This is an optimization exercise on Yosys and OpenROAD, whose aim is small area, a short achievable clock period and few clock cycles, not a production implementation. Function was checked by simulation only, so behaviour that the tests miss may differ from the original. Power figures rest on the tool's default switching activity, not on a simulated workload. No driver is modelled on the clock port, so clocking that relies on it looks cheaper here than on a real chip.

Setup of branch onyx:
// coreabc_ram_top
module coreabc_ram_top (
  input  logic        RWCLK,
  input  logic        RESETN,
  input  logic        WEN,
  input  logic        REN,
  input  logic [7:0]  WADDR,
  input  logic [7:0]  RADDR,
  input  logic [15:0] WD,
  input  logic [1:0]  WBE,
  output logic [15:0] RD,
  output logic        RVALID,
  output logic        BUSY
);
Size in the first run: ~5700 cells after synthesis, ~3300 flip-flops, about 56 I/O pins, ~120000 um2 of cells after synthesis.
clock: 4.6 ns
lec_check: 0
cap_margin: 20
core_margin: 2
core_utilization: 60
setup_slack_margin: 2.2
slew_margin: 20
synth_hierarchical: 1
run.sh (not shown) runs the stock make flow with config.mk's settings and CLKGATE_MAP_FILE= SYNTH_SCRIPT=/design/flow/synth_recipe.tcl, a recipe that flattens the netlist after the stock synthesis.
Testbench counts of branch onyx, summed over its fixed seeds: cycles 32,008.
> inputs changed (branch onyx -> branch harbor)
==> flow/flow/run.sh (new file) <==
#!/bin/bash
set -euo pipefail
bash standard.sh \
  MATCH_CELL_FOOTPRINT=0 \
  "BUFFER_PORTS_ARGS=-buffer_cell sky130_fd_sc_hd__buf_4" \
  "CTS_ARGS=-sink_clustering_enable -repair_clock_nets -dont_use_dummy_load -sink_clustering_size 25 -sink_clustering_max_diameter 100" \
  finish > make_finish.log 2>&1
==> flow/standard.sh (new file) <==
#!/bin/bash
# synth_recipe.tcl (not shown) runs the flow's synth.tcl, then flattens the netlist and writes it again
# the make line also repeats each setting of config.mk as NAME=value (left out here)
make -C /OpenROAD-flow-scripts/flow DESIGN_CONFIG=/design/flow/config.mk WORK_HOME=/design/flow/orfs CLKGATE_MAP_FILE= SYNTH_SCRIPT=/design/flow/synth_recipe.tcl "${@:-finish}"
removed: flow/run.sh
Findings:
Total global-route track usage on branch harbor is down relative to branch onyx.
branch harbor ends up with lower worst reg2reg path depth than branch onyx does.
On area taken by flip-flops and latches, branch onyx and branch harbor are neck and neck.
NOTE post-layout instance count excluding filler cells branch onyx->branch harbor decreased by a few percent


the previous run:
Another version of the RTL of coreabc_ram_top (not shown whole).
Size: ~56 I/O pins, roughly 120000 um2 of cells after synthesis.
clock: 4.6 ns
lec_check: 0
cap_margin: 20
core_margin: 2
core_utilization: 64
place_density: 0.68
setup_slack_margin: 2.45
slew_margin: 20
synth_hierarchical: 1
standard.sh (not shown) runs the stock make flow with config.mk's settings and CLKGATE_MAP_FILE= SYNTH_SCRIPT=/design/flow/synth_recipe.tcl, a recipe that flattens the netlist after the stock synthesis.
==> flow/flow/run.sh <==
#!/bin/bash
set -euo pipefail
bash standard.sh \
  MATCH_CELL_FOOTPRINT=0 \
  "BUFFER_PORTS_ARGS=-buffer_cell sky130_fd_sc_hd__buf_4" \
  "CTS_ARGS=-sink_clustering_enable -repair_clock_nets -dont_use_dummy_load -sink_clustering_size 30 -sink_clustering_max_diameter 100" \
  finish > make_finish.log 2>&1
Testbench counts of the previous run, summed over its fixed seeds: cycles 32,016.
Relative to the previous run, the following input files were edited for the current run:
Settings: removing PLACE_DENSITY (formerly 0.68); changing CORE_UTILIZATION from 64 to 60.
### Flow results
- Changes observed in the current run relative to the previous run: minimum setup slack in the final design level, count of plain and timing-repair buffers in the layout went down by 72.
- Status: clock power parity (the previous run, the current run)
- The chip width reported for the current run is greater than that of the previous run by 3.2%.
- Higher total wirelength of the detailed-routed design goes to the previous run over the current run.
- Looking at core utilization of the finished layout, the current run sits below the previous run.
- Switching power of the current run falls short of that of the previous run slightly.
- The previous run and the current run all finish clean.


coreabc_ram_top again, from the RTL that the note above started with.
// coreabc_ram_top
module coreabc_ram_top (
  input  logic        RWCLK,
  input  logic        RESETN,
  input  logic        WEN,
  input  logic        REN,
  input  logic [7:0]  WADDR,
  input  logic [7:0]  RADDR,
  input  logic [15:0] WD,
  input  logic [1:0]  WBE,
  output logic [15:0] RD,
  output logic        RVALID,
  output logic        BUSY
);
clock: 4.6 ns
lec_check: 0
cap_margin: 20
core_margin: 2
core_utilization: 60
setup_slack_margin: 2.45
slew_margin: 20
synth_hierarchical: 1
==> flow/flow/run.sh <==
#!/bin/bash
set -euo pipefail
bash standard.sh \
  MATCH_CELL_FOOTPRINT=0 \
  "BUFFER_PORTS_ARGS=-buffer_cell sky130_fd_sc_hd__buf_4" \
  "CTS_ARGS=-sink_clustering_enable -repair_clock_nets -dont_use_dummy_load -sink_clustering_size 25 -sink_clustering_max_diameter 100" \
  finish > make_finish.log 2>&1
Testbench counts at the start, summed over its fixed seeds: cycles 32,016.
Then changed:
Settings changed: SETUP_SLACK_MARGIN 2.45 to 2.2.
Outcome: Core utilization fell by 0.79 points. Area after synthesis does not change. Die area is unchanged. Fmax fell by a little under a tenth.

==> port drivers added, routing unchanged <==
How much do the figures lean on ideal ports? The routed layouts below were timed once more, with nothing changed but the port constraints. Step 1 assumes that a clkbuf_16 drives the clock port and a buf_2 every other input. Step 2 adds t to the input delays and takes it off the output delays; t is the mean of the earliest and latest rising clock arrival at the registers after step 1. Input paths then give back, and output paths get back, about the clock's delay inside the block. Three values: ideal, step 1, step 2; two values: the first two.
run | t (ns) | setup slack, ns | hold WS [ns]
branch onyx | 1.040 | 1.416 / 1.416 / 1.162 | 0.309 / 0.246 / 0.350
branch harbor | 0.897 | 1.262 / 1.262 / 1.262 | 0.312 / 0.253 / 0.363
the previous run | 0.935 | 2.266 / 2.167 / 1.540 | 0.302 / 0.234 / 0.366
the current run | 0.936 | 2.265 / 2.167 / 1.457 | 0.264 / 0.226 / 0.369
the first run of note 3 | 0.926 | 2.275 / 2.177 / 1.508 | 0.290 / 0.244 / 0.365
the second run of note 3 | 0.926 | 2.089 / 2.089 / 1.242 | 0.287 / 0.247 / 0.365
After both steps every run listed still meets setup and hold. For the second run of note 3, which loses most, drivers alone change the setup slack by 0.000 ns; drivers and shift together by -0.847 ns.
